This design comes from an exercise in tuning for small area on the open sky130 flow, not from production work. In this exercise RTL edits were held to simulation tests only and were not proved equivalent to the original. Power and IR drop assume default switching activity.

## flow/run.sh

```bash
#!/bin/bash
# The standard layout (the standard.sh), with the port buffers made of the smallest
# buffer cell instead of the resizer's default pick. Everything else is the standard flow.
set -euo pipefail
bash standard.sh BUFFER_PORTS_ARGS="-buffer_cell sky130_fd_sc_hd__buf_1" finish > standard_flow.log 2>&1
```

## standard.sh

```bash
#!/bin/bash
# synth_recipe.tcl (not shown) runs the flow's synth.tcl, then flattens the netlist and writes it again
# the make line also repeats each setting of config.mk as NAME=value (left out here)
make -C /OpenROAD-flow-scripts/flow DESIGN_CONFIG=/design/flow/config.mk WORK_HOME=/design/flow/orfs CLKGATE_MAP_FILE= SYNTH_SCRIPT=/design/flow/synth_recipe.tcl "${@:-finish}"
```

## config.mk

```make
export PLATFORM = sky130hd
export DESIGN_NAME = anemometer_period_speed_meter_top
export DESIGN_NICKNAME = anemometer_period_speed_meter_top
export VERILOG_FILES = /design/flow/design.v
export SDC_FILE = /design/flow/constraint.sdc
export NUM_CORES = 4
export LEC_CHECK = 0
export CAP_MARGIN = 20
export CORE_MARGIN = 2
export CORE_UTILIZATION = 40
export CTS_BUF_LIST = sky130_fd_sc_hd__clkbuf_16
export CTS_CLUSTER_DIAMETER = 100
export CTS_CLUSTER_SIZE = 25
export SLEW_MARGIN = 20
```

## constraint.sdc

```tcl
create_clock -name core_clock -period 9.0 [get_ports {clk_i}]
set_input_delay 1.8000 -clock core_clock [delete_from_list [all_inputs] [get_ports {clk_i}]]
set_output_delay 1.8000 -clock core_clock [all_outputs]
set_load 0.01 [all_outputs]
```

## design.v

```verilog
package apm_pkg;
  localparam int unsigned DataBits   = 32;
  localparam int unsigned RpmBits    = 30;
  localparam int unsigned CfgIdxBits = 2;
  localparam logic [CfgIdxBits-1:0] CfgDebounce    = 2'd0;
  localparam logic [CfgIdxBits-1:0] CfgStopTimeout = 2'd1;
  localparam logic [CfgIdxBits-1:0] CfgSpeedScale  = 2'd2;
  localparam logic OpPulse = 1'b0;
  localparam logic OpPoll  = 1'b1;
  localparam logic [DataBits-1:0] DebounceReset = 32'd40000;
  localparam logic [DataBits-1:0] StopReset     = 32'd3000000;
  localparam logic [DataBits-1:0] ScaleReset    = 32'd558584000;
  localparam logic [DataBits-1:0] RpmQ4Num = 32'd960000000;
  localparam int unsigned     MphNumBits = 18;
  localparam int unsigned     MphDenBits = 17;
  localparam logic [MphNumBits-1:0] MphNum = 18'd223694;
  localparam logic [MphDenBits-1:0] MphDen = 17'd100000;
  localparam int unsigned     ProdBits     = DataBits + MphNumBits;
  localparam int unsigned     MphDigitBits = 4;
  localparam int unsigned     MphSteps     = (ProdBits + MphDigitBits - 1) / MphDigitBits;
  localparam int unsigned     MphQuotBits  = MphSteps * MphDigitBits;
  localparam int unsigned DivSteps = DataBits;
  localparam int unsigned CntBits  = $clog2(DivSteps);
  localparam int unsigned QueueDepth     = 2;
  localparam int unsigned QueuePtrBits   = $clog2(QueueDepth);
  localparam int unsigned QueueCountBits = $clog2(QueueDepth + 1);
  typedef struct packed {
    logic                operation;
    logic [DataBits-1:0] now_us;
  } in_word_t;
  typedef struct packed {
    logic                pulse_accepted;
    logic [DataBits-1:0] revolutions;
    logic [DataBits-1:0] period_us;
    logic [RpmBits-1:0]  rpm_q4;
    logic [DataBits-1:0] speed_mm_per_s;
    logic [DataBits-1:0] speed_milli_mph;
  } out_word_t;
  typedef struct packed {
    logic                pulse_accepted;
    logic [DataBits-1:0] revolutions;
    logic [DataBits-1:0] period_us;
  } job_t;
endpackage
module anemometer_period_speed_meter_top (
  input  logic                           clk_i,
  input  logic                           rst_ni,
  input  logic                           in_valid_i,
  output logic                           in_ready_o,
  input  apm_pkg::in_word_t              in_word_i,
  output logic                           out_valid_o,
  input  logic                           out_ready_i,
  output apm_pkg::out_word_t             out_word_o,
  input  logic                           cfg_we_i,
  input  logic [apm_pkg::CfgIdxBits-1:0] cfg_index_i,
  input  logic [apm_pkg::DataBits-1:0]   cfg_data_i
);
  localparam logic [2:0] PIdle = 3'd0;
  localparam logic [2:0] PElap = 3'd1;
  localparam logic [2:0] PAcc  = 3'd2;
  localparam logic [2:0] PRpm  = 3'd3;
  localparam logic [2:0] PMms  = 3'd4;
  localparam logic [2:0] PMul  = 3'd5;
  localparam logic [2:0] PMph  = 3'd6;
  localparam logic [2:0] POut  = 3'd7;
  localparam logic [31:0] RpmNum = 32'd960000000;
  localparam logic [31:0] MulK   = 32'd111847;
  localparam logic [16:0] MulD   = 17'd50000;
  logic [31:0] deb_q, stop_q, scale_q;
  logic [31:0] last_q, period_q, count_q;
  logic        pulse_q;
  logic [2:0]  ph_q;
  logic [4:0]  it_q;      
  logic [1:0]  sl_q;      
  logic        c_q;       
  logic        m_q;       
  logic        sg_q;      
  logic [61:0] u_q;       
  logic [31:0] r_q;       
  logic [16:0] x_q;       
  logic        sat_q;
  always_ff @(posedge clk_i or negedge rst_ni) begin
    if (!rst_ni) begin
      deb_q   <= apm_pkg::DebounceReset;
      stop_q  <= apm_pkg::StopReset;
      scale_q <= apm_pkg::ScaleReset;
    end else if (cfg_we_i) begin
      case (cfg_index_i)
        apm_pkg::CfgDebounce:    deb_q   <= cfg_data_i;
        apm_pkg::CfgStopTimeout: stop_q  <= cfg_data_i;
        apm_pkg::CfgSpeedScale:  scale_q <= cfg_data_i;
        default: ;
      endcase
    end
  end
  logic elap, acc, div, mul, mph, busy, first, k0, k3, it0;
  assign elap  = ph_q == PElap;
  assign acc   = ph_q == PAcc;
  assign div   = (ph_q == PRpm) | (ph_q == PMms);
  assign mul   = ph_q == PMul;
  assign mph   = ph_q == PMph;
  assign busy  = elap | div | mul | mph;
  assign k0    = sl_q == 2'd0;
  assign k3    = sl_q == 2'd3;
  assign it0   = it_q == 5'd0;
  assign inc   = (ph_q == PRpm) & (it_q == 5'd31);
  assign first = ((ph_q == PRpm) & (it_q == 5'd30)) | (ph_q == PMms | mul) & (it_q == 5'd31);
  logic        accept, last_nz, counted, timeout;
  assign in_ready_o = acc;
  assign accept     = acc & in_valid_i;
  assign last_nz    = |last_q;
  logic [31:0] cmpb; logic [32:0] cc; logic cres;
  assign cmpb = in_word_i.operation ? stop_q : deb_q;
  always_comb begin
    cc[0] = ~in_word_i.operation;
    for (int i = 0; i < 32; i++) cc[i+1] = (r_q[i] & ~cmpb[i]) | (cc[i] & (r_q[i] | ~cmpb[i]));
  end
  assign cres = cc[32];
  assign counted    = (in_word_i.operation == apm_pkg::OpPulse) && cres;
  assign timeout    = (in_word_i.operation == apm_pkg::OpPoll) && last_nz && cres;
  always_ff @(posedge clk_i or negedge rst_ni) begin
    if (!rst_ni) begin
      last_q   <= '0;
      period_q <= '0;
    end else if (accept) begin
      if (counted) begin
        last_q  <= in_word_i.now_us;
        if (last_nz) period_q <= r_q;
      end else if (timeout) begin
        period_q <= '0;
      end
    end
  end
  always_ff @(posedge clk_i) begin
    if (accept) pulse_q <= counted;
  end
  logic       inc;
  logic [7:0] sum;
  always_ff @(posedge clk_i or negedge rst_ni) begin
    if (!rst_ni) begin
      count_q <= '0;
    end else if (inc & pulse_q) begin
      case (sl_q)
        2'd0: count_q[7:0]   <= sum;
        2'd1: count_q[15:8]  <= sum;
        2'd2: count_q[23:16] <= sum;
        default: count_q[31:24] <= sum;
      endcase
    end
  end
  logic [7:0]  now_k, last_k, per_k, cnt_k, mulk_k, a, d, b;
  logic        per_zero, dbit, in0, sub, inv, cin, co, sgn, q;
  logic [16:0] t2, xadd;
  logic        xbit, ge2, sat_now, q2;
  always_comb begin
    case (sl_q)
      2'd0: begin now_k = in_word_i.now_us[7:0];   last_k = last_q[7:0];   per_k = period_q[7:0];   cnt_k = count_q[7:0];   end
      2'd1: begin now_k = in_word_i.now_us[15:8];  last_k = last_q[15:8];  per_k = period_q[15:8];  cnt_k = count_q[15:8];  end
      2'd2: begin now_k = in_word_i.now_us[23:16]; last_k = last_q[23:16]; per_k = period_q[23:16]; cnt_k = count_q[23:16]; end
      default: begin now_k = in_word_i.now_us[31:24]; last_k = last_q[31:24]; per_k = period_q[31:24]; cnt_k = count_q[31:24]; end
    endcase
  end
  assign mulk_k = MulK[{sl_q, 3'd0} +: 8];
  assign per_zero = ~|period_q;
  assign dbit     = (ph_q == PRpm) ? RpmNum[it_q] : scale_q[it_q];
  assign xbit    = mul ? (~first & r_q[7]) : r_q[31];
  assign t2      = {x_q[15:0], xbit};
  assign ge2     = t2 >= MulD;
  assign sat_now = x_q >= MulD;
  assign q2      = ge2 | sat_q | sat_now;
  assign xadd    = mul ? {16'd0, co} : (ge2 ? (17'd0 - MulD) : 17'd0);
  assign in0 = div ? dbit : (mph & q2);
  assign sub = div & (first | ~sg_q);
  assign inv = elap | (sub & ~inc);
  always_comb begin
    if (elap)       a = now_k;
    else if (inc)   a = cnt_k;
    else if (first) a = {7'd0, k0 & in0};
    else            a = {r_q[6:0], k0 ? in0 : m_q};
  end
  always_comb begin
    if (elap)                d = last_k;
    else if (div & ~inc)     d = per_k;
    else if (mul & u_q[31])  d = mulk_k;
    else                     d = '0;
  end
  assign b   = d ^ {8{inv}};
  assign cin = k0 ? (inv | inc) : c_q;
  logic [8:0] cy;
  always_comb begin
    cy[0] = cin;
    for (int i = 0; i < 8; i++) begin
      sum[i]  = a[i] ^ b[i] ^ cy[i];
      cy[i+1] = (a[i] & b[i]) | (cy[i] & (a[i] ^ b[i]));
    end
  end
  assign co = cy[8];
  assign sgn = (first ? 1'b0 : r_q[7]) ^ sub ^ co;
  assign q   = ~sgn & ~per_zero;
  always_ff @(posedge clk_i) begin
    if (busy) begin
      r_q <= {sum, r_q[31:8]};
      c_q <= co;
      m_q <= r_q[7];
    end
    if (div & k3) sg_q <= sgn;
  end
  always_ff @(posedge clk_i) begin
    if (div & k3)             u_q        <= {u_q[60:0], q};
    else if (mul & k3)        u_q[31:0]  <= {u_q[30:0], u_q[31]};
  end
  always_ff @(posedge clk_i) begin
    if ((mul & k3) | (mph & k0)) x_q <= t2 + xadd;
    else if (!(mul | mph))       x_q <= '0;
    sat_q <= mph & (sat_q | sat_now);
  end
  always_ff @(posedge clk_i or negedge rst_ni) begin
    if (!rst_ni) begin
      ph_q <= PIdle;
    end else begin
      case (ph_q)
        PIdle:   if (in_valid_i) ph_q <= PElap;
        PElap:   if (k3) ph_q <= PAcc;
        PAcc:    ph_q <= in_valid_i ? PRpm : PIdle;
        PRpm:    if (k3 & it0) ph_q <= PMms;
        PMms:    if (k3 & it0) ph_q <= PMul;
        PMul:    if (k3 & it0) ph_q <= PMph;
        PMph:    if (k3 & it0) ph_q <= POut;
        default: if (out_ready_i) ph_q <= PIdle;
      endcase
    end
  end
  always_ff @(posedge clk_i) begin
    sl_q <= busy ? sl_q + 1'b1 : 2'd0;
    if (!(div | mul | mph)) it_q <= 5'd31;
    else if (k3)            it_q <= it_q - 1'b1;
  end
  assign out_valid_o = ph_q == POut;
  assign out_word_o  = {pulse_q, count_q, period_q, u_q, r_q};
endmodule
```

==> results of run 1 <==
## through the flow
step	power, mW	cell area (um2)	cells	setup slack, ps	hold slack [ps]
final	5.97	16700	1814	770	451
after floorplan	4.05	14800	1130	799	433
after global placement	5.07	16100	1784	720	432
after detailed placement	5.08	16100	1784	587	431
after CTS	5.97	16700	1814	748	454
after global routing	6.31	16700	1814	162	464
## path summary, 6_finish.rpt
path	start	end	slack, ps	cells after the start
min in group asynchronous	rst_ni	count_q[22]	1380	1
hold / removal	u_q[52]	u_q[53]	450	0
max in group asynchronous	rst_ni	period_q[8]	6360	2
setup / recovery	ph_q[0]	x_q[16]	770	29
hold reg to reg	u_q[52]	u_q[53]	450	0
setup reg to reg	ph_q[0]	x_q[16]	770	29
## state kept, by name, indices dropped and copies added, names as in the netlist
signal	cells
count_q	32
r_q	32
sl_q	2
deb_q	32
sat_q	1
stop_q	32
sg_q	1
period_q	32
it_q	5
pulse_q	1
scale_q	32
u_q	62
m_q	1
ph_q	3
x_q	17
c_q	1
last_q	32
## kinds of logic after synthesis
family / synth area share
compound gates: 0.123
xor+xnor: 0.0196
fa+ha+maj: 0.0266
buf+inv: 0.0246
flops: 0.577
mux: 0.158
simple gates: 0.0714
## worst register-to-register path: cells and delay by family (launching register included)
| family | cells | cell delay (ps) |
|---|---|---|
| adder cells (fa/ha/maj) | 10 | 3410 |
| flip-flops | 1 | 590 |
| buffers and inverters | 1 | 50 |
| AO/OA/AOI/OAI | 10 | 2410 |
| AND/OR/NAND/NOR | 7 | 1360 |
| XOR/XNOR | 1 | 150 |
## layout make-up
cell class	instances	area, um2
clock inverters	13	100
well taps	468	586
clock buffers	17	425
repair buffers	250	1050
inverters	14	52.6
flip-flops and latches	318	8520
fillers	3328	19900
multi-input cells	734	5920
## cell usage in the layout, fill, tap and decap left out, types with 10 or more instances in the layout
master,n
nor2_1,57
nand2_1,77
xor2_1,18
a31oi_1,11
xnor2_1,15
o21ai_0,58
inv_1,19
mux2i_1,37
dfstp_2,25
mux2_2,126
buf_4,15
clkbuf_16,17
buf_1,230
a22o_1,33
ha_1,16
a222oi_1,34
nor3_1,10
o22ai_1,12
mux2_4,30
nand3_1,20
a21oi_1,36
nor4_1,19
dfrtp_1,170
edfxtp_1,115
## where the power goes
| group | total, mW | internal (mW) | switching [mW] |
|---|---|---|---|
| registers | 2.58 | 2.06 | 0.519 |
| clock network | 0.868 | 0.385 | 0.483 |
| logic | 2.52 | 0.995 | 1.52 |
## metal layers
layer,vias up,wire length [um]
li1,4697,-
met1,5239,18500
met2,376,18600
met3,47,2660
met4,4,904
met5,-,26
==> impl_metrics.tcl, run 1 <==
set metrics [dict create \
    gr-usage-met1 0.298 \
    cts_setup_buffers 0 \
    drive_above_1_share 0.178 \
    crit_arrival_ps 8500 \
    path_buf_inv 1 \
    yosys_warnings 1 \
    dr.first_iter.drc_count 1068 \
    clock_latency_ps 530 \
    setup_violations 0 \
    cp_max_fo 14 \
    dieArea_um2 38500 \
    std_cell_rows 70 \
    cts_tree "built" \
    fin_crit_ps 8230 \
    peakVddDrop_mv 0.268 \
    yosys_register_bits 318 \
    vias_per_cell 5.71 \
    cts.sinks 318 \
    clkTransAtPathRegs_ps 90 \
    ys_top_cells_by_count "170 x dfrtp_1, 126 x mux2_2, 115 x edfxtp_1" \
    drt-total-wl_um 40600 \
    max_cap_violations 0 \
    synth.avg_cell_area_um2 13.1 \
    dr.pass1.iters 8 \
    nets 1432 \
    drc_errors 0 \
    fin_setup_tns_ps 0 \
    grt_use_met2 0.328 \
    synth_seq_area_share 0.577 \
    busiest_layer "met2" \
    p_leak_nw 6.70 \
    worst_slew_pin_slew_ps 1060 \
    synthCells 1130 \
    clk_path_buf_depth 3 \
    synth-edff-count 115 \
    ios 233 \
    grt_use_met3 0.0401 \
    antenna_found_initial 2 \
    worst_path_max_delay_cell "dfrtp_1" \
    fmax_ghz 0.122 \
    required_ps 9270 \
    initial_core_util 0.405 \
    grt_pass1_wl_um 61800 \
    die_h_um 196 \
    crit_top_cell "fa_1" \
    port_buffers 232 \
    wl_per_cell_um 22.4 \
    yosysTopAreaCellShare 0.288 \
    area_growth_pct 12.7 \
    synth.most_common_cell "dfrtp_1" \
    hp-class "flip-flop to flip-flop" \
    yosysUniqueCellTypes 67 \
    crit_path_end_kind "flip-flop" \
    worst-setup-path-type "flip-flop to flip-flop" \
    cp_top_family "adder cells" \
    crit_path_start_kind "flip-flop" \
    grt_usage 0.208 \
    syn_nets 1227 \
    synthTopCellsByArea "dfrtp_1 29%, edfxtp_1 23%, mux2_2 9.6%, dfstp_2 4.4%, mux2_4 3.0%" \
    ant_nets 0 \
    skew_ps 40.1 \
    cts_hold_buf 0 \
    grt_pass1_vias 10096 \
    dp_hpwl_um 29100 \
    cts_resized 0 \
    place.gp.congestion 0.833 \
    fin_util 0.456 \
    numCtsBuffers 17 \
    die_w_um 196 \
    hold_viol_final 0 \
    status "complete, no violations" \
    slowest_delay_ps 590 \
    timing.final.crit_share 0.914 \
    netlist_area_um2 14800 \
    p_per_area_nw_per_um2 358 \
    cts_max_level 1 \
    diodes 0 \
    synth_flop_cell "dfrtp_1" \
    num_vias 10363 \
    clockRootBuffer "clkbuf_16" \
    core_area_um2 36500 \
    async_flop_share 0.613 \
    rsz0062_at_grt "false" \
    grt_overflow 0 \
    yosys.area.top_type "dfrtp_1" \
    report.final.slew_viol_count 0 \
    grt_max_degree 138 \
    maxSlewHeadroom 0.290 \
]
==> run 2, diff against run 1 <==
--- a/design.v
+++ b/design.v
@@ -79,7 +79,7 @@
   logic [31:0] r_q;       
   logic [16:0] x_q;       
   logic        sat_q;
-  always_ff @(posedge clk_i or negedge rst_ni) begin
+  always_ff @(posedge clk_i) begin
     if (!rst_ni) begin
       deb_q   <= apm_pkg::DebounceReset;
       stop_q  <= apm_pkg::StopReset;
@@ -118,7 +118,7 @@
   assign cres = cc[32];
   assign counted    = (in_word_i.operation == apm_pkg::OpPulse) && cres;
   assign timeout    = (in_word_i.operation == apm_pkg::OpPoll) && last_nz && cres;
-  always_ff @(posedge clk_i or negedge rst_ni) begin
+  always_ff @(posedge clk_i) begin
     if (!rst_ni) begin
       last_q   <= '0;
       period_q <= '0;
@@ -136,7 +136,7 @@
   end
   logic       inc;
   logic [7:0] sum;
-  always_ff @(posedge clk_i or negedge rst_ni) begin
+  always_ff @(posedge clk_i) begin
     if (!rst_ni) begin
       count_q <= '0;
     end else if (inc & pulse_q) begin
--- a/config.mk
+++ b/config.mk
@@ -9,6 +9,6 @@
 export CORE_MARGIN = 2
 export CORE_UTILIZATION = 40
 export CTS_BUF_LIST = sky130_fd_sc_hd__clkbuf_16
-export CTS_CLUSTER_DIAMETER = 100
-export CTS_CLUSTER_SIZE = 25
+export CTS_CLUSTER_DIAMETER = 60
+export CTS_CLUSTER_SIZE = 32
 export SLEW_MARGIN = 20
==> run 2 against run 1 <==
Net effect:
- global-route usage increased by 1.5 points
- highest routed layer is now met4
- clock power increased by 58%
- combinational power decreased by 29%
- routed wire length increased by 4.1%
- maximum frequency increased by 1.4%
- total power decreased by 12%
- die area decreased by 4.9%
- sequential cell count unchanged
- worst setup slack improved by 120 ps
- critical path depth unchanged
- largest power group unchanged
- synthesized cell count increased by 29%
- still clean on timing, DRC and antenna
- count of clock-buffer cells in the layout increased by 12
==> impl_metrics.tcl, run 2 <==
set metrics [dict create \
    clk_path_buf_depth 3 \
    p_leak_nw 5.83 \
    cp_max_fo 18 \
    core_area_um2 34500 \
    drive_above_1_share 0.0618 \
    r2r_start "it_q[0]" \
    drt-total-wl_um 42300 \
    ant_nets 0 \
    peakVddDrop_mv 0.271 \
    pwr-share-clk 0.260 \
    yosysUniqueCellTypes 69 \
    r2r-end "x_q[16]" \
    synth_seq_area_share 0.537 \
    holdPathEnd "u_q[55]" \
    status "complete, no violations" \
    netlist_area_um2 14000 \
    cts_hold_buf 0 \
    nets 1742 \
    synthTopCellsByArea "dfxtp_1 29%, edfxtp_1 25%, nand2_1 10%, mux2i_1 4.8%, a21oi_1 4.5%" \
    wl_per_cell_um 19.9 \
    final_common_cell "nand2_1" \
    cts_tree "built" \
    diodes 0 \
    crit_top_cell "fa_1" \
    report.final.slew_viol_count 0 \
    numCtsBuffers 28 \
    synth.avg_cell_area_um2 9.64 \
    slowest_delay_ps 880 \
    dieArea_um2 36600 \
    antenna_found_initial 0 \
    p_total_mw 5.26 \
    std_cell_rows 68 \
    timing.final.crit_share 0.902 \
    required_ps 9310 \
    syn_nets 1552 \
    async_flop_share 0.00943 \
    worstHoldStart "u_q[54]" \
    num_vias 11833 \
    synth-edff-count 115 \
    mostFrequentLayoutCells "388 x nand2_1, 230 x buf_1, 200 x dfxtp_1" \
    synth_flop_cell "dfxtp_1" \
    cts_setup_buffers 0 \
    cts.sinks 318 \
    place_area_um2 15200 \
    grt_usage 0.224 \
    worst-setup-path-type "flip-flop to flip-flop" \
    hp-class "flip-flop to flip-flop" \
    p_int_mw 3.07 \
    ys_top_cells_by_count "388 x nand2_1, 200 x dfxtp_1, 127 x a21oi_1" \
    fin_setup_tns_ps 0 \
    vias_per_cell 5.57 \
    crit_path_start_kind "flip-flop" \
    die_h_um 191 \
    grt_overflow 0 \
    area_growth_pct 16.4 \
    p_sw_frac 0.417 \
    nFillCells 3341 \
    initial_core_util 0.406 \
    clockRootBuffer "clkbuf_16" \
    combPwrFrac 0.338 \
    r2r_slack_ps 890 \
    layoutNonFillerInstCount 2123 \
    crit_path_end_kind "flip-flop" \
    crit_arrival_ps 8420 \
    yosys_warnings 1 \
    clock_latency_ps 590 \
    worstHoldPathCells 0 \
    yosys_register_bits 318 \
    place.gp.congestion 0.885 \
    largest_reg_flops 62 \
    dr.pass1.iters 6 \
    grt_max_degree 94 \
    rsz0062_at_grt "false" \
    seq_power_share 0.402 \
    port_buffers 232 \
    regMostFlops "u_q" \
    worst_path_max_delay_cell "dfxtp_1" \
    rr_worst_depth 29 \
    finish.instance_area_um2 16300 \
    regArea_um2 7530 \
    worst_slew_pin_slew_ps 1010 \
    drc_errors 0 \
    dp.cells 2071 \
    grt_pass1_vias 10775 \
    p_per_area_nw_per_um2 322 \
    synthCells 1456 \
    yosysTopAreaCellShare 0.285 \
    max_cap_violations 0 \
    multi_input_area_um2 6020 \
    dr.first_iter.drc_count 1287 \
    yosys.area.top_type "dfxtp_1" \
    power_switching_mw 2.19 \
    fin_crit_ps 8110 \
    fmax_ghz 0.123 \
    ios 233 \
    skew_ps 43.7 \
    setup_violations 0 \
    clkTransAtPathRegs_ps 80 \
    cts_max_level 1 \
    hold_viol_final 0 \
    maxSlewHeadroom 0.325 \
    cts_resized 0 \
    grt_pass1_wl_um 63800 \
    synth.most_common_cell "nand2_1" \
    die_w_um 191 \
    dp_hpwl_um 29900 \
]
## run 2: changes by cell type after synthesis, moves of 27 or more
| cell | previous run | this run |
|---|---|---|
| nand3_1 | 20 | 47 |
| mux2_2 | 126 | 2 |
| dfrtp_1 | 170 | 3 |
| a21oi_1 | 38 | 127 |
| nand2_1 | 77 | 388 |
| mux2_4 | 30 | 0 |
| mux2i_1 | 37 | 67 |
| dfxtp_1 | 8 | 200 |
| clkbuf_1 | 41 | 70 |
## run 2: worst max-delay path, delay by kind of cell (launching register included)
kind                     cells  cell delay (ps)
buffers and inverters        2              320
flip-flops                   1              880
AO/OA/AOI/OAI                8             1950
adder cells (fa/ha/maj)     11             3700
XOR/XNOR                     1              160
AND/OR/NAND/NOR              7              860
## run 2: logic make-up after synthesis
| kind of cell | Yosys count | synth area share |
|---|---|---|
| fa+ha+maj | 24 | 0.0257 |
| xor+xnor | 25 | 0.0156 |
| compound gates | 326 | 0.153 |
| simple gates | 577 | 0.175 |
| buf+inv | 111 | 0.0360 |
| mux | 75 | 0.0572 |
| flops | 318 | 0.537 |
## run 2: cell type report
class / instances / share of cell area
tap: 455 / 0.0349
clock buffer: 29 / 0.0445
timing repair buffer: 256 / 0.0650
clock inverter: 23 / 0.0222
sequential: 318 / 0.461
inverter: 15 / 0.00345
multi-input combinational: 1027 / 0.369
## run 2: through the flow
step | utilization | hold WS [ps] | setup slack (ps)
after floorplan | - | 433 | 1530
after global placement | 0.441 | 432 | 972
after detailed placement | 0.441 | 435 | 852
after CTS | 0.473 | 455 | 913
after global routing | 0.473 | 463 | 339
final | 0.473 | 454 | 885
## run 2: how the worst max path moves through the flow
stage / start / cells past startpoint / slack, ps / end
after global routing: it_q[0] / 29 / 340 / x_q[16]
after detailed placement: in_word_i[0] / 26 / 850 / x_q[16]
final: it_q[0] / 29 / 890 / x_q[16]
after CTS: it_q[0] / 29 / 910 / x_q[16]
after global placement: in_word_i[0] / 26 / 970 / x_q[16]
after floorplan: in_word_i[0] / 25 / 1530 / x_q[16]
## run 2: power groups by stage
stage               Clock (mW)  Combinational, mW  Sequential, mW
finish                    1.37               1.78            2.12
global route              1.45               1.93            2.14
CTS                       1.39               1.76            2.11
detailed placement           0               1.73            2.14
global placement             0               1.74            2.14
floorplan                    0               1.11            2.04
## run 2: layer usage
| layer | share of wire | vias up | track usage |
|---|---|---|---|
| li1 | - | 5600 | - |
| met1 | 0.45 | 5703 | 0.327 |
| met2 | 0.45 | 468 | 0.345 |
| met3 | 0.074 | 62 | 0.0338 |
| met4 | 0.025 | 0 | 0.0586 |
| met5 | 0 | - | 0 |

## separate check: timing with driven ports
Ports are ideal in the flow. The routed layouts listed here were re-timed in OpenROAD.
Step 1 sets driving cells, clkbuf_16 on the clock port and buf_2 on the other inputs (assumed; they add their load-dependent delay and slew).
Step 2 adds t to the input delays and takes it off the output delays; t is the mean of the earliest and latest rising clock arrival at the registers after step 1. Input paths then give back, and output paths get back, about the clock's delay inside the block.
a / b / c = ideal ports / drivers / drivers and shift; a / b = the first two.
| run | shift t [ns] | setup WS [ns] | worst setup path after step 2 | worst register clock-pin slew, ns |
|---|---|---|---|---|
| run 1 | 0.573 | 0.770 / 0.770 / 0.629 | input to register | 0.11 / 0.11 |
| run 2 | 0.618 | 0.885 / 0.885 / 0.846 | input to register | 0.10 / 0.10 |
After both steps every run listed still meets setup and hold. The setup slack of run 1, which loses most, moves by 0.000 ns with the drivers and by -0.141 ns with both steps.
